Context: an optimization exercise on an open-source flow, tuned for small area, a short achievable clock period and few clock cycles. The choices shown serve that exercise and are no tape-out recipe.
Function was not checked in any run shown here: the RTL went through the layout flow alone.
No activity file was given, so power comes from the tool's default toggle rates.

`flow/flow/run.sh`:
```
#!/bin/bash
set -euo pipefail
MARGIN=7.5
bash standard.sh synth > synth.log 2>&1
sed -e "s/SETUP_SLACK_MARGIN=[0-9.]*/SETUP_SLACK_MARGIN=${MARGIN}/" standard.sh > layout.sh
bash layout.sh finish > layout.log 2>&1
```
`flow/standard.sh`:
```
#!/bin/bash
# synth_recipe.tcl (not shown) runs the flow's synth.tcl, then flattens the netlist and writes it again
# the make line also repeats each setting of config.mk as NAME=value (left out here)
make -C /OpenROAD-flow-scripts/flow DESIGN_CONFIG=/design/flow/config.mk WORK_HOME=/design/flow/orfs CLKGATE_MAP_FILE= SYNTH_SCRIPT=/design/flow/synth_recipe.tcl "${@:-finish}"
```
`flow/config.mk`:
```
export PLATFORM = sky130hd
export DESIGN_NAME = rope_sim_top
export DESIGN_NICKNAME = rope_sim_top
export VERILOG_FILES = /design/flow/design.v
export SDC_FILE = /design/flow/constraint.sdc
export NUM_CORES = 4
export LEC_CHECK = 0
export ABC_CLOCK_PERIOD_IN_PS = 4000
export CAP_MARGIN = 20
export CORE_MARGIN = 2
export CORE_UTILIZATION = 55
export SETUP_SLACK_MARGIN = 5
export SLEW_MARGIN = 20
```
`flow/constraint.sdc`:
```
create_clock -name core_clock -period 11.0 [get_ports {clk}]
set_input_delay 2.2000 -clock core_clock [delete_from_list [all_inputs] [get_ports {clk}]]
set_output_delay 2.2000 -clock core_clock [all_outputs]
set_load 0.01 [all_outputs]
```
`flow/design.v`:
```
package rope_pkg;
    typedef logic signed [31:0] fix_t;
    localparam logic [1:0] ALU_ADD = 2'd0;
    localparam logic [1:0] ALU_SUB = 2'd1;
    localparam logic [1:0] ALU_MUL = 2'd2;
    localparam logic CMD_STEP       = 1'b0;
    localparam logic CMD_SET_ANCHOR = 1'b1;
    localparam logic [2:0] ST_IDLE      = 3'd0;
    localparam logic [2:0] ST_VERLET    = 3'd1;
    localparam logic [2:0] ST_CONSTRAIN = 3'd2;
    localparam logic [2:0] ST_REPORT    = 3'd3;
    localparam logic [2:0] ST_DONE      = 3'd4;
endpackage
`timescale 1ns/10ps
module fixed_alu #(
    parameter logic [1:0] OP = rope_pkg::ALU_ADD
) (
    input  logic signed [31:0] a,
    input  logic signed [31:0] b,
    output logic signed [31:0] result
);
    generate
        if (OP == rope_pkg::ALU_MUL) begin : g_mul
            logic signed [63:0] a_wide;
            logic signed [63:0] b_wide;
            logic signed [63:0] product;
            assign a_wide = a;
            assign b_wide = b;
            assign product = a_wide * b_wide;
            assign result = product[47:16];
        end else if (OP == rope_pkg::ALU_SUB) begin : g_sub
            assign result = a - b;
        end else begin : g_add
            assign result = a + b;
        end
    endgenerate
endmodule
`timescale 1ns/10ps
module verlet_node #(
    parameter int node_id = 0
) (
    input  logic                             clk,
    input  logic                             reset,
    input  logic                             verlet_en,
    input  logic                             fix_en,
    input  logic [$clog2(8)-1:0]   fix_sel,
    input  logic signed [31:0]               fix_x,
    input  logic signed [31:0]               fix_y,
    output logic signed [31:0]               pos_x,
    output logic signed [31:0]               pos_y
);
    localparam int                  IDX_W  = $clog2(8);
    localparam logic signed [31:0]  INIT_Y = 32'(32'sh000A_0000 * node_id);
    logic signed [31:0] x;
    logic signed [31:0] y;
    logic signed [31:0] prev_x;
    logic signed [31:0] prev_y;
    logic signed [31:0] x_dbl;
    logic signed [31:0] y_dbl;
    logic signed [31:0] x_next;
    logic signed [31:0] y_verlet;
    logic signed [31:0] y_next;
    logic               selected;
    assign x_dbl = x <<< 1;
    assign y_dbl = y <<< 1;
    fixed_alu #(.OP(rope_pkg::ALU_SUB)) u_x_sub (.a(x_dbl), .b(prev_x), .result(x_next));
    fixed_alu #(.OP(rope_pkg::ALU_SUB)) u_y_sub (.a(y_dbl), .b(prev_y), .result(y_verlet));
    assign y_next = y_verlet + 32'sh0000_4CCC;
    assign selected = fix_en && (fix_sel == IDX_W'(node_id));
    always_ff @(posedge clk) begin
        if (reset) begin
            x      <= 32'sh00C8_0000;
            y      <= INIT_Y;
            prev_x <= 32'sh00C8_0000;
            prev_y <= INIT_Y;
        end else if (verlet_en) begin
            prev_x <= x;
            prev_y <= y;
            x      <= x_next;
            y      <= y_next;
        end else if (selected) begin
            x <= fix_x;
            y <= fix_y;
        end
    end
    assign pos_x = x;
    assign pos_y = y;
endmodule
`timescale 1ns/10ps
module constraint_solver (
    input  logic                                      clk,
    input  logic                                      reset,
    input  logic [8-1:0][31:0]              pos_x,
    input  logic [8-1:0][31:0]              pos_y,
    output logic                                      fix_en,
    output logic [$clog2(8)-1:0]            fix_sel,
    output logic signed [31:0]                        fix_x,
    output logic signed [31:0]                        fix_y,
    input  logic                                      solve_start,
    output logic                                      solve_done,
    input  logic signed [31:0]                        anchor_x,
    input  logic signed [31:0]                        anchor_y
);
    localparam int               IDX_W     = $clog2(8);
    localparam logic [IDX_W-1:0] LAST_NODE = IDX_W'(8 - 1);
    logic               busy;
    logic [IDX_W-1:0]   node_cnt;
    logic signed [31:0] prev_x;
    logic signed [31:0] prev_y;
    logic signed [31:0] dx;
    logic signed [31:0] dy;
    function automatic logic signed [31:0] clamp_axis(input logic signed [31:0] d);
        logic signed [31:0] lim;
        lim = 32'sh000A_0000;
        if (d > lim) begin
            clamp_axis = lim;
        end else if (d < -lim) begin
            clamp_axis = -lim;
        end else begin
            clamp_axis = d;
        end
    endfunction
    fixed_alu #(.OP(rope_pkg::ALU_SUB)) u_dx (.a(pos_x[node_cnt]), .b(prev_x), .result(dx));
    fixed_alu #(.OP(rope_pkg::ALU_SUB)) u_dy (.a(pos_y[node_cnt]), .b(prev_y), .result(dy));
    always_comb begin
        fix_en  = busy;
        fix_sel = node_cnt;
        if (node_cnt == '0) begin
            fix_x = anchor_x;
            fix_y = anchor_y;
        end else begin
            fix_x = prev_x + clamp_axis(dx);
            fix_y = prev_y + clamp_axis(dy);
        end
    end
    assign solve_done = busy && (node_cnt == LAST_NODE);
    always_ff @(posedge clk) begin
        if (reset) begin
            busy     <= 1'b0;
            node_cnt <= '0;
        end else if (busy) begin
            node_cnt <= node_cnt + 1'b1;
            if (node_cnt == LAST_NODE) begin
                busy     <= 1'b0;
                node_cnt <= '0;
            end
        end else if (solve_start) begin
            busy     <= 1'b1;
            node_cnt <= '0;
        end
    end
    always_ff @(posedge clk) begin
        if (busy) begin
            prev_x <= fix_x;
            prev_y <= fix_y;
        end
    end
endmodule
`timescale 1ns/10ps
module sim_controller (
    input  logic                            clk,
    input  logic                            reset,
    input  logic                            cmd_valid,
    input  logic                            cmd_op,
    input  logic signed [31:0]              cmd_x,
    input  logic signed [31:0]              cmd_y,
    output logic                            cmd_credit,
    output logic                            out_valid,
    output logic [$clog2(8)-1:0]  out_node,
    output logic signed [31:0]              out_x,
    output logic signed [31:0]              out_y,
    output logic                            out_last,
    input  logic                            out_credit,
    output logic                            verlet_en,
    input  logic [8-1:0][31:0]    pos_x,
    input  logic [8-1:0][31:0]    pos_y,
    output logic                            solve_start,
    input  logic                            solve_done,
    output logic signed [31:0]              anchor_x,
    output logic signed [31:0]              anchor_y
);
    localparam int               IDX_W     = $clog2(8);
    localparam int               CRD_W     = $clog2(4 + 1);
    localparam logic [IDX_W-1:0] LAST_NODE = IDX_W'(8 - 1);
    logic [2:0]       state;
    logic [IDX_W-1:0] rpt_idx;
    logic [CRD_W-1:0] out_cnt;
    assign verlet_en = (state == rope_pkg::ST_VERLET);
    assign out_valid = (state == rope_pkg::ST_REPORT) && (out_cnt != '0);
    assign out_last  = out_valid && (rpt_idx == LAST_NODE);
    assign out_node  = rpt_idx;
    assign out_x     = pos_x[rpt_idx];
    assign out_y     = pos_y[rpt_idx];
    assign cmd_credit = (state == rope_pkg::ST_DONE);
    always_ff @(posedge clk) begin
        if (reset) begin
            state       <= rope_pkg::ST_IDLE;
            solve_start <= 1'b0;
            rpt_idx     <= '0;
            anchor_x    <= 32'sh00C8_0000;
            anchor_y    <= '0;
        end else begin
            solve_start <= 1'b0;
            case (state)
                rope_pkg::ST_IDLE: begin
                    if (cmd_valid) begin
                        if (cmd_op == rope_pkg::CMD_SET_ANCHOR) begin
                            anchor_x <= cmd_x;
                            anchor_y <= cmd_y;
                            state    <= rope_pkg::ST_DONE;
                        end else begin
                            state <= rope_pkg::ST_VERLET;
                        end
                    end
                end
                rope_pkg::ST_VERLET: begin
                    solve_start <= 1'b1;
                    state       <= rope_pkg::ST_CONSTRAIN;
                end
                rope_pkg::ST_CONSTRAIN: begin
                    if (solve_done) begin
                        rpt_idx <= '0;
                        state   <= rope_pkg::ST_REPORT;
                    end
                end
                rope_pkg::ST_REPORT: begin
                    if (out_valid) begin
                        rpt_idx <= rpt_idx + 1'b1;
                        if (rpt_idx == LAST_NODE) begin
                            state <= rope_pkg::ST_DONE;
                        end
                    end
                end
                rope_pkg::ST_DONE: begin
                    state <= rope_pkg::ST_IDLE;
                end
                default: begin
                    state <= rope_pkg::ST_IDLE;
                end
            endcase
        end
    end
    always_ff @(posedge clk) begin
        if (reset) begin
            out_cnt <= CRD_W'(4);
        end else begin
            case ({out_valid, out_credit})
                2'b10: out_cnt <= out_cnt - 1'b1;
                2'b01: out_cnt <= out_cnt + 1'b1;
                default: out_cnt <= out_cnt;
            endcase
        end
    end
endmodule
`timescale 1ns/10ps
module rope_sim_top (
    input  logic                            clk,
    input  logic                            reset,
    input  logic                            cmd_valid,
    input  logic                            cmd_op,
    input  logic signed [31:0]              cmd_x,
    input  logic signed [31:0]              cmd_y,
    output logic                            cmd_credit,
    output logic                            out_valid,
    output logic [$clog2(8)-1:0]  out_node,
    output logic signed [31:0]              out_x,
    output logic signed [31:0]              out_y,
    output logic                            out_last,
    input  logic                            out_credit
);
    localparam logic [31:0] REST   = 32'sh000A_0000;
    localparam logic [31:0] GRAV   = 32'sh0000_4CCC;
    localparam logic [31:0] BASE_X = 32'sh00C8_0000;
    localparam int          W      = 21;
    logic [2:0]  ph;         
    logic        fresh;      
    logic        act;        
    logic        pend;       
    logic [2:0]  nn;         
    logic        stp_r;      
    logic [2:0]  cc;         
    logic        p0, p1;     
    logic        v_l;        
    logic        l0;         
    logic        l1;         
    logic        v_o;        
    logic        crd_o;      
    logic [2:0]  node_o;     
    logic        last_o;
    logic        issue;
    logic        done7;
    assign issue = act && (ph == nn) && (cc != 3'd0);
    assign done7 = issue && (nn == 3'd7);
    always_ff @(posedge clk) begin
        if (reset) begin
            ph     <= '0;
            fresh  <= 1'b1;
            act    <= 1'b0;
            pend   <= 1'b0;
            nn     <= '0;
            stp_r  <= 1'b0;
            cc     <= 3'(4);
            p0     <= 1'b1;
            p1     <= 1'b0;
            v_l    <= 1'b0;
            l0     <= 1'b0;
            l1     <= 1'b0;
            v_o    <= 1'b0;
            crd_o  <= 1'b0;
            node_o <= '0;
            last_o <= 1'b0;
        end else begin
            ph     <= ph + 3'd1;
            if (ph == 3'd6) begin
                fresh <= 1'b0;
            end
            stp_r  <= cmd_valid && !cmd_op;
            cc     <= cc - {2'b00, issue} + {2'b00, out_credit};
            p0     <= (ph == 3'd7);
            p1     <= (ph == 3'd0);
            v_l    <= issue;
            l0     <= issue && (nn == 3'd0);
            l1     <= issue && (nn == 3'd1);
            v_o    <= v_l;
            node_o <= ph - 3'd1;
            last_o <= v_l && (ph == 3'd0);
            crd_o  <= (cmd_valid && cmd_op) || (issue && (nn == 3'd0));
            if (issue) begin
                nn <= nn + 3'd1;
            end
            if (!act) begin
                act <= stp_r;
            end else if (done7) begin
                act  <= pend || stp_r;
                pend <= 1'b0;
            end else if (stp_r) begin
                pend <= 1'b1;
            end
        end
    end
    assign cmd_credit = crd_o;
    logic [31:0] ax, ay;
    always_ff @(posedge clk) begin
        if (reset) begin
            ax <= BASE_X;
            ay <= '0;
        end else if (cmd_valid && cmd_op) begin
            ax <= cmd_x;
            ay <= cmd_y;
        end
    end
    logic [W-1:0] rax [8];
    logic [W-1:0] rbx [8];
    logic [W-1:0] ray [8];
    logic [W-1:0] rby [8];
    logic [2:0]   ph_in;
    logic [W-1:0] x_init, y_init;
    assign ph_in = reset ? 3'd0 : ph + 3'd1;
    always_comb begin
        case (ph_in)
            3'd0:    begin x_init = W'(BASE_X >> W); y_init = W'(REST >> W); end
            3'd1:    begin x_init = BASE_X[W-1:0];   y_init = REST[W-1:0];   end
            default: begin x_init = '0;              y_init = REST[W-1:0];   end
        endcase
    end
    function automatic logic [31:0] widen(input logic q0, input logic q1, input logic [W-1:0] v);
        if (q0) begin
            widen = {v[10:0], 21'd0};
        end else if (q1) begin
            widen = {11'd0, v};
        end else begin
            widen = {{(32-W){v[W-1]}}, v};
        end
    endfunction
    function automatic logic [31:0] acc3(input logic [31:0] base, input logic [31:0] a2,
                                         input logic [31:0] nb);
        logic [31:0] s, c;
        s = base ^ a2 ^ nb;
        c = (base & a2) | (base & nb) | (a2 & nb);
        acc3 = s + {c[30:0], 1'b1};
    endfunction
    logic [31:0] nx, ny;
    always_ff @(posedge clk) begin
        if (issue) begin
            nx <= acc3(p0 ? 32'd0 : nx, widen(p0, p1, rax[0]) << 1, ~widen(p0, p1, rbx[0]));
            ny <= acc3(p0 ? GRAV  : ny, widen(p0, p1, ray[0]) << 1, ~widen(p0, p1, rby[0]));
        end
    end
    logic [31:0] fx, fy;
    function automatic logic sgn(input logic [31:0] n, input logic [31:0] f, input logic [31:0] k);
        logic [31:0] s, c, t;
        s = n ^ ~f ^ k;
        c = (n & ~f) | (n & k) | (~f & k);
        t = s + {c[30:0], 1'b1};
        sgn = t[31];
    endfunction
    function automatic logic [1:0] clamp_sel(input logic [31:0] n, input logic [31:0] f);
        logic s0, s1, s2;
        s0 = sgn(n, f, 32'd0);
        s1 = sgn(n, f, 32'd0 - REST - 32'd1);
        s2 = sgn(n, f, REST);
        clamp_sel = {!s0 && !s1, s0 && s2};
    endfunction
    logic [1:0]   sx, sy;
    logic [W-1:0] dx, dy;       
    logic [31:0]  fx_n, fy_n;   
    logic [W-1:0] cx, cy;       
    assign sx = clamp_sel(nx, fx);
    assign sy = clamp_sel(ny, fy);
    assign dx = nx[W-1:0] - fx[W-1:0];
    assign dy = ny[W-1:0] - fy[W-1:0];
    always_comb begin
        fx_n = sx[1] ? fx + REST : (sx[0] ? fx - REST : nx);
        fy_n = sy[1] ? fy + REST : (sy[0] ? fy - REST : ny);
        if (l1) begin
            cx = fx_n[W-1:0];
            cy = fy_n[W-1:0];
        end else begin
            cx = sx[1] ? REST[W-1:0] : (sx[0] ? W'(-REST) : dx);
            cy = sy[1] ? REST[W-1:0] : (sy[0] ? W'(-REST) : dy);
        end
    end
    always_ff @(posedge clk) begin
        if (v_l) begin
            if (l0) begin
                fx <= ax;
                fy <= ay;
            end else begin
                fx <= fx_n;
                fy <= fy_n;
            end
        end
    end
    always_ff @(posedge clk) begin
        for (int k = 1; k < 7; k++) begin
            rax[k] <= rax[k+1];
            ray[k] <= ray[k+1];
            rbx[k] <= rbx[k+1];
            rby[k] <= rby[k+1];
        end
        if (reset || fresh) begin
            rax[0] <= x_init;
            rbx[0] <= x_init;
            ray[0] <= y_init;
            rby[0] <= y_init;
        end else begin
            rax[0] <= rax[1];
            rbx[0] <= rbx[1];
            ray[0] <= ray[1];
            rby[0] <= rby[1];
        end
        rbx[7] <= issue ? rax[0] : rbx[0];
        rby[7] <= issue ? ray[0] : rby[0];
        rax[7] <= rax[0];
        ray[7] <= ray[0];
        if (v_l && !l0) begin
            rax[6] <= cx;
            ray[6] <= cy;
        end
        if (v_l && l1) begin
            rax[5] <= W'(fx_n[31:W]);
            ray[5] <= W'(fy_n[31:W]);
        end
    end
    assign out_valid = v_o;
    assign out_node  = node_o;
    assign out_last  = last_o;
    assign out_x     = fx;
    assign out_y     = fy;
endmodule
```
==> flow_summary.ini, run 1 <==
[status]
status = timing/DRC/antenna clean

[routing]
drtAntennaViolNets = 0
first_pass_iters = 7
viasPerCell = 5.60
drtIter0Drc = 1646
avgRoutedWirePerCell_um = 23.9
drc_errors = 0
wirelength_um = 120000
vias = 28000

[setup_path]
start_kind = flop
worstPathRequired_ns = 11.53
critPathMaxFanout = 7
worstSetupPathType = reg -> reg
critPathMaxStageDelay_ns = 0.51
cp_slowest_cell = or4b_4
r2r_slack_ns = 6.92
path_depth = 16
path_cells = ha_4 -> inv_2 -> fa_1 -> and3b_1 -> o211ai_1 -> a221oi_2 -> o31a_1 -> o21ai_2 -> or4b_4 -> and3_4 -> o21ai_4 -> buf_12 -> buf_16 -> nor2_4 -> a221oi_4 -> nor2_1
path_buf_inv = 3
rr_worst_depth = 16
end_kind = flop
critPathTopFamily = compound AO/OA/AOI/OAI gates
arrival_ns = 4.61

[placement]
dp_slack_ns = 5.65
port_buffers = 138
place_congestion = 0.935
hpwl_um = 77600
dp.cells = 4453

[logic_synthesis]
yosys_most_used_dff = dfxtp_1
syn_area_per_cell_um2 = 10.7
synth_top_cells_by_area = dfxtp_1, ha_1, edfxtp_1
synth_seq_cells = 888
synth_warnings = 5
synth_fp_nets = 4014
synthesis.instances = 3534
async_reset_ff_share_pct = 0
synth_top_cell_area_share_pct = 40.2
yosys.area.top_type = dfxtp_1
synth_edf_count = 128
seq_area_frac_synth_pct = 50.4
synth_cell_types = 92
synth.cell_area_um2 = 37800

[cells_and_area]
final_cells = 5008
num-nets-final = 4533
seq_area_um2 = 19100
drive_above_1_share_pct = 29.6
area_delta_synth_final_pct = 34.0
final_cell_mix = dfxtp_1, inv_1, nand2_1, ha_1, buf_4
multi_input_area_um2 = 20500
layout_commonest_cell = dfxtp_1
fill_cells = 4529

[clock_tree]
htree_levels = 3
clkSinkCount = 888
cts_root_buf = clkbuf_16
cts.clk_slew.worst_paths_ns = 0.06
clk_path_buf_depth = 3
cts_made_buffers = 87
cts_tree = built
clock_latency_ns = 0.66

[floorplan]
die_width_um = 266
die_y_um = 266
core_area_um2 = 68300
io_pins = 139
die_area_um2 = 70900
row_count = 96
start_util_pct = 55.3

[timing]
max_freq_ghz = 0.245
finalSetupViolCount = 0
setup_tns_ns = 0
fin_ws_ns = 6.92
fin_skew_ns = 0.0273
drv_slew = 0
slew-limit-headroom_pct = 16.5
fin_crit_sh_pct = 37.1
worst_pin_slew_ns = 1.25
hold_viol = 0
rsz0062_at_grt = yes
period_needed_ns = 4.08

[power]
peakVddDrop_mv = 0.167
power_density_nw_per_um2 = 164
leakagePower_nw = 21.3
total_power_mw = 8.34

[global_routing]
grt_pass1_wl_um = 174000
antenna_found_initial = 0
grt_use_total_pct = 32.9
grt_pass1_vias = 28500
grt_overflow_total = 0
grt_max_degree = 75

[min_path]
whs_path_depth = 0
hold_path.class = reg -> reg

[job]
cap_violations = 0
layer usage:
metal  global-route usage (%)  vias to the layer above  wire, um
met3                     4.00                      410      4900
met5                        0                        -         0
met2                     57.3                      947     58700
met1                     35.8                    13700     43600
li1                         -                    13000         -
met4                     27.9                        0     12300
sequential cells by signal, summed over array words and instances, names as in the netlist, 3 cells and up:
register / cells
ax: 32
ay: 32
cc: 3
fx: 32
fy: 32
nn: 3
node_o: 3
nx: 32
ny: 32
ph: 3
rax: 168
ray: 168
rbx: 168
rby: 168
metrics by stage:
| step | hold slack [ns] | util, % | area, um2 |
|---|---|---|---|
| after global placement | 0.310 | 59.2 | 40400 |
| after global routing | 0.317 | 74.2 | 50700 |
| after CTS | 0.310 | 70.8 | 48400 |
| final | 0.313 | 74.2 | 50700 |
| after detailed placement | 0.312 | 59.2 | 40400 |
| after floorplan | 0.310 | - | 38400 |
worst paths after layout:
check,from,end
max,ny[4]$_DFFE_PP_,ray[6][11]$_DFF_P_
min,rby[5][1]$_DFF_P_,rby[4][1]$_DFF_P_
max reg2reg,ny[4]$_DFFE_PP_,ray[6][11]$_DFF_P_
min reg2reg,rby[5][1]$_DFF_P_,rby[4][1]$_DFF_P_
where the power goes:
part	leakage, nW	internal, mW	switching (mW)
sequential	7.32	3.44	0.0770
clock	1.51	1.78	1.33
combinational	12.5	0.832	0.882
total	21.3	6.05	2.29
worst reg2reg max path, stage by stage (launching register included):
cell and delay (ns):
edfxtp_1 0.47, ha_4 0.20, inv_2 0.05, fa_1 0.41, and3b_1 0.23, o211ai_1 0.14
a221oi_2 0.30, o31a_1 0.27, o21ai_2 0.07, or4b_4 0.51, and3_4 0.23, o21ai_4 0.13
buf_12 0.16, buf_16 0.14, nor2_4 0.11, a221oi_4 0.44, nor2_1 0.08
cells in the mapped netlist, types with 7 or more instances:
cell,number
edfxtp_1,128
nand2_1,265
xor2_1,24
and3_1,31
nor4_1,8
a21boi_0,8
inv_1,353
o31ai_1,18
a311o_1,7
and2_1,105
a31oi_1,19
fa_1,99
o22ai_1,9
a21oi_1,203
o21bai_1,16
nand2b_1,74
or2_2,18
buf_2,12
xnor2_1,98
a221o_1,8
clkbuf_1,85
mux2_1,17
o21a_1,17
mux2_2,73
o21ai_0,64
a21o_1,50
o211ai_1,18
o221ai_1,13
nand4_1,20
buf_1,10
o21ai_1,29
or3_1,10
nor3_1,36
dfxtp_1,760
a211oi_1,13
ha_1,312
nor2_1,199
mux2i_1,49
nand3_1,37
nor2b_1,60
a221oi_1,39
a22oi_1,10
logic make-up (layout without fill, tap and decap cells):
kind of cell | count (synthesis) | count (layout) | share of synthesized area (%)
xor gates and xnor gates | 122 | 122 | 2.82
buffers and inverters | 469 | 1050 | 4.80
other | 0 | 1 | 0
AOI/OAI and AO/OA | 606 | 606 | 10.7
and+or+nand+nor | 894 | 904 | 11.6
adders and majority gates | 416 | 416 | 15.7
DFF | 888 | 888 | 50.4
muxes | 139 | 139 | 3.98
cell type report:
class | instances | share of cell area [%]
Timing Repair Buffer | 535 | 11.0
Tap cell | 882 | 2.18
Clock buffer | 120 | 5.05
Clock inverter | 41 | 0.970
Sequential cell | 888 | 37.6
Multi-Input combinational cell | 2187 | 40.5
Inverter | 354 | 2.64
Antenna cell | 1 | 0.00494
repair_timing:
action / 4_1_cts / 5_1_grt
hold buffers: 0 / 0
setup buffers: 259 / 105
gates cloned: 26 / 2
pin swaps: 145 / 183
endpoints found under the setup margin: 256 / 229
gates resized for setup: 734 / 324
==> inputs of run 2 (changes only) <==
==> flow/flow/run.sh (replaced) <==
#!/bin/bash
set -euo pipefail
MARGIN=6.5
bash standard.sh synth > synth.log 2>&1
sed -e "s/SETUP_SLACK_MARGIN=[0-9.]*/SETUP_SLACK_MARGIN=${MARGIN}/" standard.sh > layout.sh
bash layout.sh finish > layout.log 2>&1
==> flow_summary.ini, run 2 <==
[clock_tree]
cts_made_buffers = 87
cts_tree = built
htree_levels = 3
cts_root_buf = clkbuf_16
cts.clk_slew.worst_paths_ns = 0.07
clock_latency_ns = 0.65
clkSinkCount = 888
clk_path_buf_depth = 3

[setup_path]
regToRegStartpoint = ny[6]$_DFFE_PP_
critPathTopFamily = compound AO/OA/AOI/OAI gates
path_buf_inv = 3
cp_slowest_cell = or4_4
start_kind = flop
r2r-end = ray[6][8]$_DFF_P_
arrival_ns = 4.86
critPathMaxFanout = 10
rr_worst_depth = 16
end_kind = flop
crit_path_frequent_cell = and3_1
r2r_slack_ns = 6.63
critPathMaxStageDelay_ns = 0.59
startpoint = ny[6]$_DFFE_PP_
worstSetupPathType = reg -> reg
worstPathRequired_ns = 11.49
path_cells = ha_4 -> inv_1 -> ha_1 -> and3_1 -> a31oi_1 -> o22ai_2 -> a221oi_2 -> o211ai_2 -> and3_1 -> or4_4 -> o21ai_4 -> buf_12 -> clkbuf_16 -> mux2i_1 -> a32oi_1 -> o21ai_1

[placement]
hpwl_um = 74200
dpl_cell_area_um2 = 40000
place_congestion = 0.921
port_buffers = 138

[timing]
period_needed_ns = 4.37
setup_tns_ns = 0
fin_skew_ns = 0.0248
slew-limit-headroom_pct = 33.6
fin_crit_sh_pct = 39.8
hold_viol = 0
worst_pin_slew_ns = 0.996
hold_slack_ns = 0.302
finalSetupViolCount = 0
max_freq_ghz = 0.229
drv_slew = 0
rsz0062_at_grt = no

[logic_synthesis]
synth.cell_area_um2 = 37800
synthesis.instances = 3534
syn_area_per_cell_um2 = 10.7
synth_warnings = 5
synth_top_cell_area_share_pct = 40.2
yosys_most_used_dff = dfxtp_1
seq_area_frac_synth_pct = 50.4
synth_cell_types = 92
synth_top_cells_by_area = dfxtp_1, ha_1, edfxtp_1
synth_most_common_cell = dfxtp_1
synth_seq_cells = 888
synth_edf_count = 128
yosys.area.top_type = dfxtp_1
synth_fp_nets = 4014
async_reset_ff_share_pct = 0
yosys-top-cells-count = dfxtp_1, inv_1, ha_1

[floorplan]
start_util_pct = 55.3
row_count = 96
core_area_um2 = 68300
io_pins = 139
die_area_um2 = 70900
die_width_um = 266
die_y_um = 266

[power]
power_density_nw_per_um2 = 173
leakagePower_nw = 18.6
peakVddDrop_mv = 0.139

[cells_and_area]
design_area_um2 = 44200
seq_area_um2 = 19100
multi_input_area_um2 = 17600
area_delta_synth_final_pct = 16.9
final_core_util_pct = 64.7
final_cell_mix = dfxtp_1, inv_1, ha_1, nand2_1
fill_cells = 5363
layout_commonest_cell = dfxtp_1
num-nets-final = 4199
drive_above_1_share_pct = 11.1

[routing]
drc_errors = 0
viasPerCell = 5.49
drtAntennaViolNets = 0
drtIter0Drc = 1452
avgRoutedWirePerCell_um = 22.3
wirelength_um = 104000
vias = 25700
first_pass_iters = 6

[global_routing]
grt_overflow_total = 0
grt_pass1_vias = 26300
antenna_found_initial = 1
grt_max_degree = 114
grt_pass1_wl_um = 156000
grt_use_total_pct = 29.1

[min_path]
whs_endpoint = ray[3][1]$_DFF_P_
whs_path_depth = 0
hp-start = ray[4][1]$_DFF_P_
hold_path.class = reg -> reg

[status]
status = timing/DRC/antenna clean

[job]
cap_violations = 0
## run 2: cell type report
cell class                 count  area share [%]
clock buffer                 120            5.77
antenna                        1         0.00566
timing repair buffer         209            4.85
sequential                   888            43.1
multi-input combinational   2179            39.8
inverter                     354            3.01
tap                          882            2.50
clock inverter                41           0.957
## run 2: worst max path at each step
| stage | end | slack, ns | depth (start not counted) |
|---|---|---|---|
| 2_1_floorplan | nx[31]$_DFFE_PP_ | 6.66 | 19 |
| 3_3_place_gp | ny[30]$_DFFE_PP_ | 5.43 | 16 |
| 3_5_place_dp | ny[30]$_DFFE_PP_ | 5.34 | 16 |
| 4_1_cts | ny[31]$_DFFE_PP_ | 6.46 | 16 |
| 5_1_grt | ray[6][5]$_DFF_P_ | 6.43 | 16 |
| 6_report | ray[6][8]$_DFF_P_ | 6.63 | 16 |
## run 2: repair_timing
action                                  4_1_cts  5_1_grt
endpoints found under the setup margin      158       81
gates cloned                                  3        6
setup buffers                                10       38
resized for setup                            65       47
hold buffers                                  0        0
pin swaps                                     6       24
## run 2: layer usage
metal	global-route usage [%]	share of wire, %	routed length, um
met1	33.5	39	41000
met5	0	0	0
met4	14.7	6.1	6330
met2	52.9	51	53200
met3	3.81	3.7	3910
## run 2: cells by family after synthesis
kind of cell    Yosys count  share of synthesized area, %
simple gates            894                          11.6
flops                   888                          50.4
compound gates          606                          10.7
buf+inv                 469                          4.80
fa+ha+maj               416                          15.7
mux                     139                          3.98
xor+xnor                122                          2.82
## run 2: power by group
part | switching, mW | internal (mW) | total [mW]
Clock | 1.30 | 1.74 | 3.04
Combinational | 0.642 | 0.463 | 1.11
Sequential | 0.0762 | 3.44 | 3.51
## run 2: metrics by stage
stage | power [mW] | worst slack, ns | cells
6_report | 7.66 | 6.63 | 4674
5_1_grt | 7.94 | 6.43 | 4673
4_1_cts | 7.65 | 6.46 | 4629
3_5_place_dp | 4.55 | 5.34 | 4455
3_3_place_gp | 4.53 | 5.43 | 4455
2_1_floorplan | 4.23 | 6.66 | 3534
==> inputs of run 3 (changes only) <==
==> flow/run.sh (new file) <==
#!/bin/bash
# synth_recipe.tcl (not shown) runs the flow's synth.tcl, then flattens the netlist and writes it again
# the make line also repeats each setting of config.mk as NAME=value (left out here)
make -C /OpenROAD-flow-scripts/flow DESIGN_CONFIG=/design/flow/config.mk WORK_HOME=/design/flow/orfs CLKGATE_MAP_FILE= SYNTH_SCRIPT=/design/flow/synth_recipe.tcl finish
removed: flow/flow/run.sh
removed: flow/standard.sh
==> flow_summary.ini, run 3 <==
[status]
status = timing/DRC/antenna clean

[logic_synthesis]
synth_edf_count = 128
synth_top_cells_by_area = dfxtp_1, ha_1, edfxtp_1
synth_fp_nets = 4014
synth_most_common_cell = dfxtp_1
synth_top_cell_area_share_pct = 40.2
synth_warnings = 5
seq_area_frac_synth_pct = 50.4
yosys-top-cells-count = dfxtp_1, inv_1, ha_1
synth_seq_cells = 888
yosys.area.top_type = dfxtp_1
synth_top_family_by_area = adder cells
synth_xor_area_share_pct = 2.83
synthesis.instances = 3534
synth_cell_types = 92
synth_compound_area_share_pct = 10.7
muxShareOfSynthArea_pct = 3.98
async_reset_ff_share_pct = 0
synth_simple_gate_area_share_pct = 11.6
syn_area_per_cell_um2 = 10.7
yosys_most_used_dff = dfxtp_1
synth.cell_area_um2 = 37800
synthAdderAreaFrac_pct = 15.7

[setup_path]
rr_worst_depth = 16
r2r-end = fy[29]$_DFFE_PP_
arrival_ns = 5.91
critPathMaxFanout = 15
cp_slowest_cell = a22oi_1
path_depth = 16
worstPathRequired_ns = 11.35
end_kind = flop
critPathTopFamily = compound AO/OA/AOI/OAI gates
critPathMaxStageDelay_ns = 0.72
path_cells = inv_1 -> ha_1 -> inv_1 -> ha_1 -> a21oi_1 -> a21oi_1 -> o21bai_1 -> a21oi_1 -> o21ai_0 -> and3_1 -> or4_1 -> nor2_2 -> nor2_1 -> buf_4 -> a22oi_1 -> mux2i_1
r2r_slack_ns = 5.43
worstSetupPathType = reg -> reg
path_buf_inv = 3
crit_path_frequent_cell = a21oi_1
regToRegStartpoint = ny[15]$_DFFE_PP_
start_kind = flop

[power]
leakagePower_nw = 18.3
peakVddDrop_mv = 0.150
power_density_nw_per_um2 = 177

[floorplan]
start_util_pct = 55.3
core_area_um2 = 68300
io_pins = 139
row_count = 96
die_y_um = 266
die_width_um = 266
die_area_um2 = 70900

[min_path]
whs_endpoint = rax[1][20]$_DFF_P_
hp-start = rax[2][20]$_DFF_P_
hold_path.class = reg -> reg
whs_path_depth = 0

[global_routing]
antenna_found_initial = 1
grt_pass1_vias = 26000
grt_overflow_total = 0
grt_pass1_wl_um = 156000
grt_max_degree = 86
grt_use_total_pct = 29.2

[clock_tree]
cts.clk_slew.worst_paths_ns = 0.07
clock_latency_ns = 0.66
cts_tree = built
ctsHoldBuffers = 0
cts_setup_buffers = 0
cts_made_buffers = 89
clkSinkCount = 888
cts_root_buf = clkbuf_16
cts_resized = 0
clk_path_buf_depth = 3
htree_levels = 3

[timing]
hold_slack_ns = 0.306
fin_skew_ns = 0.0386
fin_crit_sh_pct = 50.6
worst_pin_slew_ns = 1.14
slew-limit-headroom_pct = 22.2
setup_tns_ns = 0
max_freq_ghz = 0.180
hold_viol = 0
finalSetupViolCount = 0
drv_slew = 0
period_needed_ns = 5.57
rsz0062_at_grt = no

[cells_and_area]
area_delta_synth_final_pct = 14.0
multi_input_area_um2 = 17000
drive_above_1_share_pct = 7.86
num-nets-final = 4146
fill_cells = 5567
layout_commonest_cell = dfxtp_1
final_cells = 4622
final_cell_mix = dfxtp_1, inv_1, ha_1, nand2_1, a21oi_1
seq_area_um2 = 19100

[routing]
drc_errors = 0
viasPerCell = 5.52
drtAntennaViolNets = 0
vias = 25500
first_pass_iters = 5
avgRoutedWirePerCell_um = 22.3
drtIter0Drc = 1611
wirelength_um = 103000

[job]
cap_violations = 0

[placement]
place_congestion = 0.963
dp.cells = 4456
port_buffers = 138
hpwl_um = 75800
==> run 3: cell counts after synthesis <==
Identical to the previous run, type by type.
==> run 3: layout make-up <==
class                      instances  share of cell area, %
antenna                            1                0.00580
clock buffer                     128                   6.22
timing repair buffer             156                   3.53
inverter                         354                   3.08
tap                              882                   2.56
clock inverter                    36                  0.920
multi-input combinational       2177                   39.4
sequential                       888                   44.2
==> run 3: layer usage <==
metal	track usage, %	vias to the layer above	wire length, um
met5	0	-	10
met4	15.1	2	5820
met3	4.08	215	4370
met2	51.5	703	51100
met1	34.5	12400	41700
li1	-	12200	-
==> run 3: worst max path at each step <==
| stage | from | end | slack, ns |
|---|---|---|---|
| 2_1_floorplan | nn[0]$_SDFFE_PP0P_ | cc[2]$_SDFF_PP1_ | 6.19 |
| 3_3_place_gp | fx[7]$_DFFE_PP_ | rax[6][15]$_DFF_P_ | 5.28 |
| 3_5_place_dp | fx[7]$_DFFE_PP_ | rax[6][15]$_DFF_P_ | 5.26 |
| 4_1_cts | fx[7]$_DFFE_PP_ | rax[6][15]$_DFF_P_ | 5.24 |
| 5_1_grt | p0$_SDFF_PP1_ | nx[30]$_DFFE_PP_ | 5.20 |
| 6_report | ny[15]$_DFFE_PP_ | fy[29]$_DFFE_PP_ | 5.43 |
==> run 3: report_power, final <==
| group | switching (mW) | internal (mW) | total [mW] | leakage, nW |
|---|---|---|---|---|
| clock | 1.32 | 1.79 | 3.12 | 1.51 |
| sequential | 0.0768 | 3.44 | 3.52 | 7.32 |
| combinational | 0.604 | 0.396 | 0.999 | 9.43 |
| total | 2.00 | 5.63 | 7.63 | 18.3 |
==> run 3: cell families after synthesis <==
kind of cell | Yosys count
adder cells (fa/ha/maj) | 416
flip-flops | 888
buffers and inverters | 469
multiplexers | 139
AO/OA/AOI/OAI | 606
XOR/XNOR | 122
AND/OR/NAND/NOR | 894
==> run 3: metrics by stage <==
step | utilization, % | instance area, um2 | total power [mW] | setup WS [ns]
6_report | 63.1 | 43100 | 7.63 | 5.43
5_1_grt | 63.1 | 43100 | 7.92 | 5.20
4_1_cts | 63.0 | 43100 | 7.68 | 5.24
3_5_place_dp | 58.5 | 40000 | 4.57 | 5.26
3_3_place_gp | 58.5 | 40000 | 4.56 | 5.28
2_1_floorplan | - | 37800 | 4.23 | 6.19
==> inputs of run 4 (changes only) <==
==> flow/flow/run.sh (new file) <==
#!/bin/bash
set -euo pipefail
MARGIN=6.5
bash standard.sh synth > synth.log 2>&1
sed -e "s/SETUP_SLACK_MARGIN=[0-9.]*/SETUP_SLACK_MARGIN=${MARGIN} BUFFER_PORTS_ARGS='-buffer_cell sky130_fd_sc_hd__buf_2'/" standard.sh > layout.sh
bash layout.sh finish > layout.log 2>&1
==> flow/standard.sh (new file) <==
#!/bin/bash
# synth_recipe.tcl (not shown) runs the flow's synth.tcl, then flattens the netlist and writes it again
# the make line also repeats each setting of config.mk as NAME=value (left out here)
make -C /OpenROAD-flow-scripts/flow DESIGN_CONFIG=/design/flow/config.mk WORK_HOME=/design/flow/orfs CLKGATE_MAP_FILE= SYNTH_SCRIPT=/design/flow/synth_recipe.tcl "${@:-finish}"
removed: flow/run.sh
==> flow_summary.ini, run 4 <==
[setup_path]
rr_worst_depth = 14
worstPathRequired_ns = 11.51
arrival_ns = 4.97
end_kind = flop
critPathMaxFanout = 14
worstSetupPathType = reg -> reg
start_kind = flop

[timing]
fin_skew_ns = 0.0456
fin_ws_ns = 6.54
hold_viol = 0
rsz0062_at_grt = yes
max_freq_ghz = 0.224
fin_crit_sh_pct = 40.5
finalSetupViolCount = 0
slew-limit-headroom_pct = 28.4
drv_slew = 0
period_needed_ns = 4.46
worst_pin_slew_ns = 1.07
setup_tns_ns = 0

[cells_and_area]
num-nets-final = 4186
final_cell_mix = dfxtp_1, inv_1, ha_1, nand2_1, a21oi_1
seq_area_um2 = 19100
diodes = 0
final_core_util_pct = 63.6
design_area_um2 = 43400
fill_cells = 5418
final_cells = 4662
multi_input_area_um2 = 17500
layout_commonest_cell = dfxtp_1
area_delta_synth_final_pct = 14.9
drive_above_1_share_pct = 14.2

[logic_synthesis]
synth_cell_types = 92
synth_top_cell_area_share_pct = 40.2
synth_fp_nets = 4014
synth_edf_count = 128
syn_area_per_cell_um2 = 10.7
seq_area_frac_synth_pct = 50.4
async_reset_ff_share_pct = 0
synth_warnings = 5
yosys_most_used_dff = dfxtp_1
synth_top_cells_by_area = dfxtp_1, ha_1, edfxtp_1
synth_most_common_cell = dfxtp_1
yosys.area.top_type = dfxtp_1
synthesis.instances = 3534
synth_seq_cells = 888
yosys-top-cells-count = dfxtp_1, inv_1, ha_1
synth.cell_area_um2 = 37800

[power]
pwr-share-seq_pct = 45.5
power.switching_mw = 2.06
combPwrFrac_pct = 14.2
power_density_nw_per_um2 = 178
clkPwrFrac_pct = 40.3
p_int_mw = 5.66
netSwitchingFraction_pct = 26.7
peakVddDrop_mv = 0.144
leakagePower_nw = 18.7

[placement]
dp_slack_ns = 5.35
dpl_cell_area_um2 = 39300
dp.cells = 4457
hpwl_um = 75600
place_congestion = 0.939
port_buffers = 138

[routing]
drtAntennaViolNets = 0
first_pass_iters = 5
drc_errors = 0
avgRoutedWirePerCell_um = 22.6
viasPerCell = 5.53
vias = 25800
drtIter0Drc = 1595
wirelength_um = 105000

[clock_tree]
clk_path_buf_depth = 3
htree_levels = 3
cts.clk_slew.worst_paths_ns = 0.07
cts_tree = built
cts_made_buffers = 87
cts_root_buf = clkbuf_16
ctsHoldBuffers = 0
clkSinkCount = 888
clock_latency_ns = 0.66

[job]
cap_violations = 0

[floorplan]
start_util_pct = 55.3
die_area_um2 = 70900
die_width_um = 266
core_area_um2 = 68300
die_y_um = 266
io_pins = 139
row_count = 96

[global_routing]
grt_overflow_total = 0
grt_pass1_vias = 26500
grt_use_total_pct = 29.9
grt_max_degree = 80
antenna_found_initial = 2
grt_pass1_wl_um = 159000

[status]
status = timing/DRC/antenna clean

[min_path]
whs_path_depth = 0
hold_path.class = reg -> reg
run 4: cell counts after synthesis:
No cell type changed its count.
run 4: layout make-up:
class / count / share of cell area, %
sequential: 888 / 43.9
inverter: 354 / 3.06
timing repair buffer: 196 / 3.07
clock inverter: 42 / 1.22
multi-input combinational: 2179 / 40.3
tap: 882 / 2.54
clock buffer: 121 / 5.87
run 4: worst max-delay path: stages, from the launching register on:
cell       delay [ns]
edfxtp_1         0.46
ha_1             0.28
fa_1             0.51
a2111oi_4        0.41
o22ai_2          0.18
a221oi_2         0.35
o211ai_2         0.17
and3_1           0.17
or4_4            0.50
o21ai_4          0.26
buf_12           0.18
nor2_2           0.08
buf_6            0.22
a22oi_1          0.41
o21ai_1          0.09
run 4: per-layer routing:
| layer | GRT usage, % | share of wire (%) | vias to the layer above |
|---|---|---|---|
| met5 | 0 | 0.010 | - |
| met4 | 15.6 | 6.0 | 2 |
| met3 | 3.83 | 3.5 | 242 |
| met2 | 53.9 | 51 | 637 |
| met1 | 34.6 | 40 | 12600 |
| li1 | - | - | 12300 |
run 4: final timing paths:
path / from / end / slack [ns]
min: rbx[6][14]$_DFF_P_ / rbx[5][14]$_DFF_P_ / 0.30
max: fy[0]$_DFFE_PP_ / ray[6][13]$_DFF_P_ / 6.54
max reg2reg: fy[0]$_DFFE_PP_ / ray[6][13]$_DFF_P_ / 6.54
min reg2reg: rbx[6][14]$_DFF_P_ / rbx[5][14]$_DFF_P_ / 0.30
run 4: kinds of logic (layout without fill, tap and decap cells):
group	count (synthesis)	in the layout	share of synthesized area, %
adders and majority gates	416	416	15.7
and+or+nand+nor	894	896	11.6
buffers and inverters	469	713	4.80
DFF	888	888	50.4
muxes	139	139	3.98
xor gates and xnor gates	122	122	2.82
AOI/OAI and AO/OA	606	606	10.7
run 4: power groups by stage:
stage               clock [mW]  sequential, mW  combinational [mW]
floorplan                    0            3.55               0.685
global placement             0            3.59               0.946
detailed placement           0            3.59               0.960
CTS                       3.17            3.52                1.05
global route              3.30            3.52                1.19
finish                    3.11            3.52                1.09
run 4: timing repair:
| item | CTS | global route |
|---|---|---|
| endpoints found under the hold margin | 0 | 0 |
| gates resized for setup | 63 | 35 |
| endpoints found under the setup margin | 158 | 112 |
| pin swaps | 8 | 13 |
| cloned | 4 | 0 |
| buffers inserted | 12 | 26 |
run 4: through the flow:
stage	hold slack, ns	total power, mW
final	0.295	7.72
after global routing	0.311	8.01
after CTS	0.301	7.73
after detailed placement	0.312	4.55
after global placement	0.310	4.53
after floorplan	0.310	4.23
==> inputs of run 5 (changes only) <==
--- a/flow/config.mk
+++ b/flow/config.mk
@@ -9,5 +9,5 @@
 export CAP_MARGIN = 20
 export CORE_MARGIN = 2
-export CORE_UTILIZATION = 55
+export CORE_UTILIZATION = 70
 export SETUP_SLACK_MARGIN = 5
 export SLEW_MARGIN = 20
==> flow_summary.ini, run 5 <==
[cells_and_area]
seq_area_um2 = 19100
final_cells = 4462
diodes = 0
multi_input_area_um2 = 17500
num-nets-final = 4177
area_delta_synth_final_pct = 13.4
drive_above_1_share_pct = 13.9
fill_cells = 3224
layout_commonest_cell = dfxtp_1
final_core_util_pct = 80.0
final_cell_mix = dfxtp_1, inv_1, ha_1, nand2_1, a21oi_1

[placement]
port_buffers = 138
dp.cells = 4272
place_congestion = 1.03
hpwl_um = 73400

[logic_synthesis]
synthesis.instances = 3534
synth_fp_nets = 4014
synth_warnings = 5
synth_seq_cells = 888
syn_area_per_cell_um2 = 10.7
seq_area_frac_synth_pct = 50.4
synth_most_common_cell = dfxtp_1
yosys.area.top_type = dfxtp_1
synth_top_cell_area_share_pct = 40.2
synth_edf_count = 128
yosys_most_used_dff = dfxtp_1
yosys-top-cells-count = dfxtp_1, inv_1, ha_1
synth_top_cells_by_area = dfxtp_1, ha_1, edfxtp_1
synth.cell_area_um2 = 37800
async_reset_ff_share_pct = 0
synth_cell_types = 92

[routing]
drc_errors = 0
first_pass_iters = 10
vias = 27100
avgRoutedWirePerCell_um = 24.0
wirelength_um = 107000
viasPerCell = 6.07
drtIter0Drc = 2226
drtAntennaViolNets = 0

[global_routing]
grt_use_total_pct = 37.8
antenna_found_initial = 1
grt_overflow_total = 0
grt_pass1_wl_um = 161000
grt_pass1_vias = 28000
grt_max_degree = 79

[timing]
hold_viol = 0
fin_skew_ns = 0.0429
drv_slew = 0
worst_pin_slew_ns = 1.00
slew-limit-headroom_pct = 33.3
max_freq_ghz = 0.220
period_needed_ns = 4.54
fin_crit_sh_pct = 41.2
rsz0062_at_grt = yes
finalSetupViolCount = 0
setup_tns_ns = 0

[min_path]
whs_path_depth = 0
hp-start = rax[2][17]$_DFF_P_
hold_path.class = reg -> reg

[job]
cap_violations = 0

[setup_path]
r2r_slack_ns = 6.46
arrival_ns = 4.92
path_cells = ha_1 -> inv_1 -> ha_1 -> nand2b_1 -> a211oi_1 -> o22ai_2 -> a221oi_2 -> o211ai_2 -> and3_1 -> or4_4 -> nor2_4 -> nor2_1 -> buf_4 -> a22oi_2 -> mux2i_1
rr_worst_depth = 15
end_kind = flop
crit_path_frequent_cell = ha_1
start_kind = flop
cp_slowest_cell = or4_4
critPathMaxStageDelay_ns = 0.49
critPathMaxFanout = 7
worstSetupPathType = reg -> reg
worstPathRequired_ns = 11.38
startpoint = ny[3]$_DFFE_PP_
regToRegStartpoint = ny[3]$_DFFE_PP_

[clock_tree]
cts_made_buffers = 85
ctsHoldBuffers = 0
clock_latency_ns = 0.66
clkSinkCount = 888
cts_tree = built
cts_root_buf = clkbuf_16
htree_levels = 3
cts.clk_slew.worst_paths_ns = 0.06
clk_path_buf_depth = 3

[floorplan]
io_pins = 139
die_y_um = 236
die_width_um = 236
row_count = 85
start_util_pct = 70.6
die_area_um2 = 55900
core_area_um2 = 53600

[power]
peakVddDrop_mv = 0.171
power_density_nw_per_um2 = 178
leakagePower_nw = 18.5
total_power_mw = 7.63

[status]
status = timing/DRC/antenna clean
[run 5: cell types whose count changed in the layout (fill, tap and decap cells not counted), sizes merged]
cell | before | now
inv | 371 | 372
clkinv | 15 | 18
clkinvlp | 5 | 3
bufinv | 5 | 1
buf | 194 | 187
bufbuf | 2 | 1
clkbuf | 121 | 117
[run 5: stage by stage]
step                area [um2]  hold WS, ns  setup WS (ns)
floorplan                37800        0.310           6.66
detailed placement       39100        0.312           5.31
global placement         39100        0.310           5.51
global route             42900        0.303           6.44
finish                   42900        0.293           6.46
CTS                      42400        0.295           6.37
[run 5: timing repair]
| item | CTS | global route |
|---|---|---|
| buffers inserted | 3 | 27 |
| gates cloned | 3 | 1 |
| endpoints found under the setup margin | 152 | 95 |
| pin swaps | 5 | 15 |
| hold endpoints to repair | 0 | 0 |
| gates resized for setup | 44 | 48 |
[run 5: cell families after synthesis]
kind of cell | synth area share [%]
adders and majority gates | 15.7
and+or+nand+nor | 11.6
xor gates and xnor gates | 2.82
AOI/OAI and AO/OA | 10.7
muxes | 3.98
buffers and inverters | 4.80
DFF | 50.4
[run 5: report_power, final]
group / switching, mW / internal, mW
sequential: 0.0765 / 3.44
clock: 1.34 / 1.68
combinational: 0.661 / 0.431
[run 5: final timing paths]
check | to
setup / recovery | fy[27]$_DFFE_PP_
setup reg to reg | fy[27]$_DFFE_PP_
hold / removal | rax[1][17]$_DFF_P_
hold reg to reg | rax[1][17]$_DFF_P_
[run 5: cell type report]
type	count	share of cell area, %
inverter	354	3.10
timing repair buffer	189	2.83
clock buffer	116	5.88
multi-input combinational	2179	40.7
tap	696	2.03
clock inverter	40	1.00
sequential	888	44.5
[run 5: critical path: cells and delay by family, from the launching register on]
kind            cells  cell delay (ns)
compound gates      5             1.56
fa+ha+maj           2             0.59
buf+inv             2             0.31
flops               1             0.47
mux                 1             0.14
simple gates        5             1.19
[run 5: routing by layer]
layer	up-vias	track usage, %	share of wire, %
met1	13300	43.9	38
met4	0	25.0	7.4
li1	12300	-	-
met3	354	5.15	5.8
met5	-	0	0
met2	1187	65.8	49
==> inputs of run 6 (changes only) <==
--- a/flow/design.v
+++ b/flow/design.v
@@ -364,50 +364,51 @@
         endcase
     end
-    function automatic logic [31:0] widen(input logic q0, input logic q1, input logic [W-1:0] v);
-        if (q0) begin
-            widen = {v[10:0], 21'd0};
-        end else if (q1) begin
-            widen = {11'd0, v};
-        end else begin
-            widen = {{(32-W){v[W-1]}}, v};
-        end
+    function automatic logic [31:0] ext(input logic uns, input logic [W-1:0] v);
+        ext = {{(32-W){v[W-1] && !uns}}, v};
     endfunction
-    function automatic logic [31:0] acc3(input logic [31:0] base, input logic [31:0] a2,
-                                         input logic [31:0] nb);
-        logic [31:0] s, c;
-        s = base ^ a2 ^ nb;
-        c = (base & a2) | (base & nb) | (a2 & nb);
+    function automatic logic [31:0] acc3(input logic [31:0] base, input logic [31:0] a,
+                                         input logic [31:0] b);
+        logic [31:0] a2, nb, s, c;
+        a2 = a << 1;
+        nb = ~b;
+        s  = base ^ a2 ^ nb;
+        c  = (base & a2) | (base & nb) | (a2 & nb);
         acc3 = s + {c[30:0], 1'b1};
     endfunction
     logic [31:0] nx, ny;
+    logic [31:0] nx_base, ny_base;
+    always_comb begin
+        if (p0) begin
+            nx_base = '0;
+            ny_base = '0;
+        end else if (p1) begin
+            nx_base = {nx[10:0], 21'd0};
+            ny_base = {ny[10:0], 21'd0} | GRAV;
+        end else begin
+            nx_base = nx;
+            ny_base = ny;
+        end
+    end
     always_ff @(posedge clk) begin
         if (issue) begin
-            nx <= acc3(p0 ? 32'd0 : nx, widen(p0, p1, rax[0]) << 1, ~widen(p0, p1, rbx[0]));
-            ny <= acc3(p0 ? GRAV  : ny, widen(p0, p1, ray[0]) << 1, ~widen(p0, p1, rby[0]));
+            nx <= acc3(nx_base, ext(p1, rax[0]), ext(p1, rbx[0]));
+            ny <= acc3(ny_base, ext(p1, ray[0]), ext(p1, rby[0]));
         end
     end
     logic [31:0] fx, fy;
-    function automatic logic sgn(input logic [31:0] n, input logic [31:0] f, input logic [31:0] k);
-        logic [31:0] s, c, t;
-        s = n ^ ~f ^ k;
-        c = (n & ~f) | (n & k) | (~f & k);
-        t = s + {c[30:0], 1'b1};
-        sgn = t[31];
-    endfunction
-    function automatic logic [1:0] clamp_sel(input logic [31:0] n, input logic [31:0] f);
-        logic s0, s1, s2;
-        s0 = sgn(n, f, 32'd0);
-        s1 = sgn(n, f, 32'd0 - REST - 32'd1);
-        s2 = sgn(n, f, REST);
-        clamp_sel = {!s0 && !s1, s0 && s2};
+    function automatic logic [1:0] clamp_sel(input logic [31:0] d);
+        logic hi, lo;
+        hi = !d[31] && (|d[30:20] || (d[19] && (d[18] || (d[17] && |d[16:0]))));
+        lo =  d[31] && !(&d[30:20] && (d[19] || (d[18] && d[17])));
+        clamp_sel = {hi, lo};
     endfunction
     logic [1:0]   sx, sy;
-    logic [W-1:0] dx, dy;       
+    logic [31:0]  dx, dy;       
     logic [31:0]  fx_n, fy_n;   
     logic [W-1:0] cx, cy;       
-    assign sx = clamp_sel(nx, fx);
-    assign sy = clamp_sel(ny, fy);
-    assign dx = nx[W-1:0] - fx[W-1:0];
-    assign dy = ny[W-1:0] - fy[W-1:0];
+    assign dx = nx - fx;
+    assign dy = ny - fy;
+    assign sx = clamp_sel(dx);
+    assign sy = clamp_sel(dy);
     always_comb begin
         fx_n = sx[1] ? fx + REST : (sx[0] ? fx - REST : nx);
@@ -417,6 +418,6 @@
             cy = fy_n[W-1:0];
         end else begin
-            cx = sx[1] ? REST[W-1:0] : (sx[0] ? W'(-REST) : dx);
-            cy = sy[1] ? REST[W-1:0] : (sy[0] ? W'(-REST) : dy);
+            cx = sx[1] ? REST[W-1:0] : (sx[0] ? W'(-REST) : dx[W-1:0]);
+            cy = sy[1] ? REST[W-1:0] : (sy[0] ? W'(-REST) : dy[W-1:0]);
         end
     end
==> flow/flow/run.sh (replaced) <==
#!/bin/bash
set -euo pipefail
MARGIN=7
bash standard.sh synth > synth.log 2>&1
sed -e "s/SETUP_SLACK_MARGIN=[0-9.]*/SETUP_SLACK_MARGIN=${MARGIN}/" standard.sh > layout.sh
bash layout.sh finish > layout.log 2>&1
--- a/flow/config.mk
+++ b/flow/config.mk
@@ -9,5 +9,5 @@
 export CAP_MARGIN = 20
 export CORE_MARGIN = 2
-export CORE_UTILIZATION = 70
+export CORE_UTILIZATION = 55
 export SETUP_SLACK_MARGIN = 5
 export SLEW_MARGIN = 20
==> flow_summary.ini, run 6 <==
[global_routing]
grt_pass1_wl_um = 169000
antenna_found_initial = 2
grt_max_degree = 101
grt_overflow_total = 0
grt_pass1_vias = 27400
grt_use_total_pct = 33.2

[timing]
drv_slew = 0
hold_viol = 0
worst_pin_slew_ns = 1.16
slew-limit-headroom_pct = 22.3
fin_crit_sh_pct = 40.5
rsz0062_at_grt = yes
period_needed_ns = 4.46
setup_tns_ns = 0
finalSetupViolCount = 0
fin_ws_ns = 6.54
fin_skew_ns = 0.0349
max_freq_ghz = 0.224
hold_slack_ns = 0.303

[placement]
port_buffers = 138
dp.cells = 4372
dpl_cell_area_um2 = 38300
place_congestion = 0.986
dp_slack_ns = 5.19
hpwl_um = 73300

[logic_synthesis]
async_reset_ff_share_pct = 0
synth_cell_types = 98
synth_most_common_cell = dfxtp_1
synth_top_cells_by_area = dfxtp_1, edfxtp_1, ha_1
synth_top_cell_area_share_pct = 42.4
seq_area_frac_synth_pct = 53.1
synth_seq_cells = 888
synth_edf_count = 128
synth.cell_area_um2 = 35900
synthesis.instances = 3504
yosys_most_used_dff = dfxtp_1
synth_fp_nets = 3779
yosys-top-cells-count = dfxtp_1, nand2_1, a21oi_1
synth_warnings = 5
syn_area_per_cell_um2 = 10.2
yosys.area.top_type = dfxtp_1

[cells_and_area]
multi_input_area_um2 = 19300
num-nets-final = 4186
final_core_util_pct = 73.9
design_area_um2 = 47600
layout_commonest_cell = dfxtp_1
fill_cells = 4256
seq_area_um2 = 19100
area_delta_synth_final_pct = 32.8
drive_above_1_share_pct = 26.5
final_cell_mix = dfxtp_1, nand2_1, buf_4, a21oi_1, nor2_1
final_cells = 4839

[clock_tree]
clkSinkCount = 888
ctsHoldBuffers = 0
cts.clk_slew.worst_paths_ns = 0.07
clk_path_buf_depth = 3
cts_made_buffers = 85
cts_tree = built
clock_latency_ns = 0.66
cts_root_buf = clkbuf_16
htree_levels = 3

[min_path]
hp-start = ray[5][9]$_DFF_P_
whs_endpoint = ray[4][9]$_DFF_P_
hold_path.class = reg -> reg
whs_path_depth = 0

[routing]
first_pass_iters = 8
wl_met1_um = 52100
drtIter0Drc = 3012
drtAntennaViolNets = 0
vias = 29100
highest_layer = met4
route.met2.wl_um = 51000
wirelength_um = 119000
wl_met3_um = 12100
avgRoutedWirePerCell_um = 24.6
viasPerCell = 6.02
drc_errors = 0

[floorplan]
die_width_um = 259
io_pins = 139
die_area_um2 = 67300
core_area_um2 = 64500
start_util_pct = 55.7
row_count = 93
die_y_um = 259

[status]
status = timing/DRC/antenna clean

[setup_path]
r2r_slack_ns = 6.54
end_kind = flop
r2r-end = ray[6][18]$_DFF_P_
startpoint = ny[8]$_DFFE_PP_
regToRegStartpoint = ny[8]$_DFFE_PP_
critPathMaxFanout = 6
worstPathRequired_ns = 11.50
arrival_ns = 4.95
worstSetupPathType = reg -> reg
rr_worst_depth = 15
start_kind = flop

[power]
leakagePower_nw = 18.6
power_density_nw_per_um2 = 165
peakVddDrop_mv = 0.136
total_power_mw = 7.88

[job]
cap_violations = 0
==> run 6: worst max-delay path by stage <==
stage                         endpoint  cells past startpoint
global placement       fy[8]$_DFFE_PP_                     15
detailed placement     fy[8]$_DFFE_PP_                     15
global route        ray[6][18]$_DFF_P_                     15
CTS                    fy[0]$_DFFE_PP_                     16
finish              ray[6][18]$_DFF_P_                     15
floorplan             ny[30]$_DFFE_PP_                     20
==> run 6: power breakdown <==
part | internal (mW) | switching [mW] | leakage [nW]
logic | 0.596 | 0.717 | 9.86
registers | 3.42 | 0.0777 | 7.32
clock network | 1.74 | 1.32 | 1.46
==> run 6: critical path, cell delays in order (launching register included) <==
cell and delay (ns):
edfxtp_1 0.54, ha_4 0.31, nand2_2 0.08, or4b_4 0.47, o21ai_4 0.27, o21bai_1 0.11, xor2_1 0.16, or4_4 0.52
o311ai_4 0.26, nand4_1 0.15, buf_6 0.17, o31ai_4 0.36, buf_12 0.17, mux2i_1 0.09, a311o_1 0.35, a22o_1 0.25
==> run 6: routing by layer <==
layer | track usage [%] | vias up
met1 | 50.0 | 14200
met2 | 48.4 | 1540
met3 | 6.85 | 289
li1 | - | 13100
met4 | 8.78 | 0
met5 | 0 | -
==> run 6: cell families (layout without fill, tap and decap cells) <==
group           after synthesis  after routing  synth area share (%)
fa+ha+maj                   206            206                  8.54
simple gates               1047           1052                  14.3
xor+xnor                    126            126                  3.08
other cells                   0              3                     0
mux                          85             85                  2.52
buf+inv                     333            802                  3.63
compound gates              819            822                  14.8
flops                       888            888                  53.1
==> run 6: layout make-up <==
| cell class | instances | area share [%] |
|---|---|---|
| clock buffers | 124 | 5.38 |
| multi-input cells | 2291 | 40.4 |
| well taps | 855 | 2.25 |
| diodes | 3 | 0.0158 |
| flip-flops and latches | 888 | 40.0 |
| clock inverters | 33 | 0.851 |
| repair buffers | 458 | 9.52 |
| inverters | 187 | 1.51 |
==> run 6: what timing repair did <==
action                     4_1_cts  5_1_grt
pin swaps                      163      175
gates resized for setup        448      368
setup endpoints to repair      182      153
buffers inserted               179      108
cloned                          17        3

-- re-timing with driven ports --
The flow's constraints put no driver on any port. The routed layouts listed below were extracted and timed again, unchanged, in two steps.
Step 1 (the two cells are an assumption about what drives the block):
set clk [get_ports {clk}]
set_driving_cell -lib_cell sky130_fd_sc_hd__clkbuf_16 $clk
set_driving_cell -lib_cell sky130_fd_sc_hd__buf_2 [delete_from_list [all_inputs] $clk]
Step 2 times the ports against the registers' clock, not the clock port: input delays grow and output delays shrink by t, the midpoint of the rising clock arrivals with the driver on.
a / b / c = ideal / step 1 / step 2; a / b = the first two.
run | t (ns) | setup slack, ns | worst setup path after step 2
run 1 | 0.710 | 6.923 / 6.923 / 6.923 | register to register
run 2 | 0.698 | 6.625 / 6.625 / 6.559 | input to register
run 3 | 0.712 | 5.432 / 5.432 / 5.432 | register to register
run 4 | 0.704 | 6.542 / 6.542 / 6.542 | register to register
run 5 | 0.698 | 6.463 / 6.463 / 6.463 | register to register
run 6 | 0.713 | 6.541 / 6.541 / 6.482 | input to register
After both steps every run listed still meets setup and hold. For run 2, which loses most, drivers alone change the setup slack by 0.000 ns; drivers and shift together by -0.066 ns.
